What follows belongs to an exercise in optimizing a design on an open flow for small area, a short achievable clock period and few clock cycles; a production flow would make more cautious choices. The RTL was checked by simulation tests, not by an equivalence proof against the original design.

Design magnetometer_frame_heading, start of the top module:
module magnetometer_frame_heading (
	input  logic                                 clk,
	input  logic                                 arst_n,
	input  logic                                 in_valid,
	output logic                                 in_stall,
	input  logic                                 command,
	input  logic [7:0]                           rx_byte,
	output logic                                 out_valid,
	input  logic                                 out_stall,
	output logic                                 send_request,
	output logic                                 frame_done,
	output logic                                 frame_ok,
	output logic [mfh_pkg::DEG_W-1:0]            heading_deg,
	output logic [mfh_pkg::DEG_W-1:0]            tilt_xz_deg,
	output logic [mfh_pkg::DEG_W-1:0]            tilt_yz_deg,
	output logic signed [mfh_pkg::VAL_W-1:0]     field_x,
	output logic signed [mfh_pkg::VAL_W-1:0]     field_y,
	output logic signed [mfh_pkg::VAL_W-1:0]     field_z,
	input  logic                                 cfg_we,
	input  logic [0:0]                           cfg_index,
	input  logic [mfh_pkg::CFG_W-1:0]            cfg_data
);
	localparam int XW  = mfh_pkg::XW;
	localparam int YAW = mfh_pkg::YAW;
	localparam int YBW = mfh_pkg::YBW;
	localparam int SW  = mfh_pkg::SW;
	localparam int VW  = mfh_pkg::VAL_W;
	localparam int DW  = mfh_pkg::DEG_W;
	logic [15:0]          limit_q;    
	logic                 link_q;
	logic                 in_stall_q;
	logic [4:0]           pos_q;
  ...
clock: 7.5 ns
lec_check: 0
abc_area: 1
cap_margin: 20
core_margin: 2
core_utilization: 45
cts_buf_list: sky130_fd_sc_hd__clkbuf_4 sky130_fd_sc_hd__clkbuf_8
setup_slack_margin: 3.5
slew_margin: 20
run.sh (not shown) runs the stock make flow with config.mk's settings and CLKGATE_MAP_FILE= SYNTH_SCRIPT=/design/flow/synth_recipe.tcl, a recipe that flattens the netlist after the stock synthesis.
The first run produced a clean layout.
Testbench counts at the start, summed over its fixed seeds: cycles 7,288.
Next try:
- CTS_BUF_LIST: sky130_fd_sc_hd__clkbuf_4 sky130_fd_sc_hd__clkbuf_8 -> not set
- SETUP_SLACK_MARGIN: 3.5 -> 3.75
What happened: Core utilization rose by 4.2 points. Count of clock-buffer cells in the layout went down by 51. Design area rose by 7.9%. Wire length increases by 5.5%.
Next try:
- CORE_UTILIZATION: 45 -> 55
- SETUP_SLACK_MARGIN: 3.75 -> 3.5
- wire length went down by about 5.4%
- count of clock-buffer cells in the layout drops by 1
- final area fell by about 7%
- utilization came out higher by 7.8 points
- global-route usage goes up by 4.8 points
- cell count decreases by 5.0%
- first-iteration DRC count climbs by about 11%
Next try:
- CORE_UTILIZATION: 55 -> 45
- SETUP_SLACK_MARGIN: 3.5 -> 3.0
After rerunning:
- first-iteration DRC count shrinks by about 15%
- clock skew fell by 4.2 ps
- area after synthesis stays the same
- worst setup slack got worse by 380 ps


## v4
magnetometer_frame_heading again, from the RTL that the note above started with.
// magnetometer_frame_heading
module magnetometer_frame_heading (
	input  logic                                 clk,
	input  logic                                 arst_n,
	input  logic                                 in_valid,
	output logic                                 in_stall,
	input  logic                                 command,
	input  logic [7:0]                           rx_byte,
	output logic                                 out_valid,
	input  logic                                 out_stall,
	output logic                                 send_request,
	output logic                                 frame_done,
	output logic                                 frame_ok,
	output logic [mfh_pkg::DEG_W-1:0]            heading_deg,
	output logic [mfh_pkg::DEG_W-1:0]            tilt_xz_deg,
	output logic [mfh_pkg::DEG_W-1:0]            tilt_yz_deg,
	output logic signed [mfh_pkg::VAL_W-1:0]     field_x,
	output logic signed [mfh_pkg::VAL_W-1:0]     field_y,
	output logic signed [mfh_pkg::VAL_W-1:0]     field_z,
	input  logic                                 cfg_we,
	input  logic [0:0]                           cfg_index,
	input  logic [mfh_pkg::CFG_W-1:0]            cfg_data
);
Settings: LEC_CHECK=0, ABC_AREA=1, CAP_MARGIN=20, CORE_MARGIN=2, CORE_UTILIZATION=45, CTS_BUF_LIST=sky130_fd_sc_hd__clkbuf_4, SETUP_SLACK_MARGIN=3.5, SLEW_MARGIN=20; clock period 7.5 ns.
Looking at the reports, v4 completed the entire flow and the layout it produced met the timing, design-rule and antenna checks.
Testbench counts of v4, summed over its fixed seeds: cycles 7,288.
Modified inputs, v33 compared to v4
Settings: swapping 45 for 35 in CORE_UTILIZATION; clearing CTS_BUF_LIST, which used to be sky130_fd_sc_hd__clkbuf_4.
==> notes.md <==
The maximum frequency reported for v33 is smaller than that of v4 by about 1.8%. Relative to v4, the worst clock skew on the final layout of v33 is lower by 0.033 ns. The post-DP HPWL number comes out lower for v4 vs v33. Going from v4 to v33, number of DRC violations after detailed-routing iteration 0 went up by 372, initial cell density of the core moved down.
## Diff of input files: v25 against v33
Settings: CTS_BUF_LIST now sky130_fd_sc_hd__clkbuf_8, previously not set; CORE_UTILIZATION now 45, was 35.
--- outcome ---
v33: PASS, flow complete, no timing, DRC or antenna violations
v25 closes out successfully: all stages finished, all timing, DRC and antenna checks passed.
Changes observed in v25 relative to v33: die area lost 22%, worst-margin pin slew lost 0.087 ns, final RePlAce weighted congestion picked up an extra about 2.3%.
Compared with v33, v25 shows total met3 wirelength after detailed routing that has gone down by more than 10%.

-- what the ideal ports hide --
Ports are ideal in the flow. The routed layouts listed here were re-timed in OpenROAD. Step 1: set_driving_cell puts a clkbuf_16 on clk and a buf_2 on each other input, an assumption about the parent block. Step 2 adds t to the input delays and takes it off the output delays; t is the mean of the earliest and latest rising clock arrival at the registers after step 1. Input paths then give back, and output paths get back, about the clock's delay inside the block. Slacks: ideal / step 1 / step 2; pairs: ideal / step 1.
run	t (ns)	slack for setup (ns)	slew at the worst register clock pin (ns)
the first run of note 1	0.746	3.660 / 3.660 / 3.011	0.07 / 0.07
the second run of note 1	0.692	3.670 / 3.670 / 3.216	0.07 / 0.07
the third run of note 1	0.663	3.592 / 3.592 / 3.086	0.07 / 0.07
the fourth run of note 1	0.667	3.207 / 3.207 / 2.641	0.06 / 0.06
v4	0.958	3.622 / 3.622 / 2.749	0.09 / 0.09
v33	0.694	3.550 / 3.579 / 2.885	0.06 / 0.06
v25	0.741	3.607 / 3.642 / 2.901	0.07 / 0.07
After both steps setup and hold are still met in every run listed. For v4, which loses most, drivers alone change the setup slack by 0.000 ns; drivers and shift together by -0.873 ns.
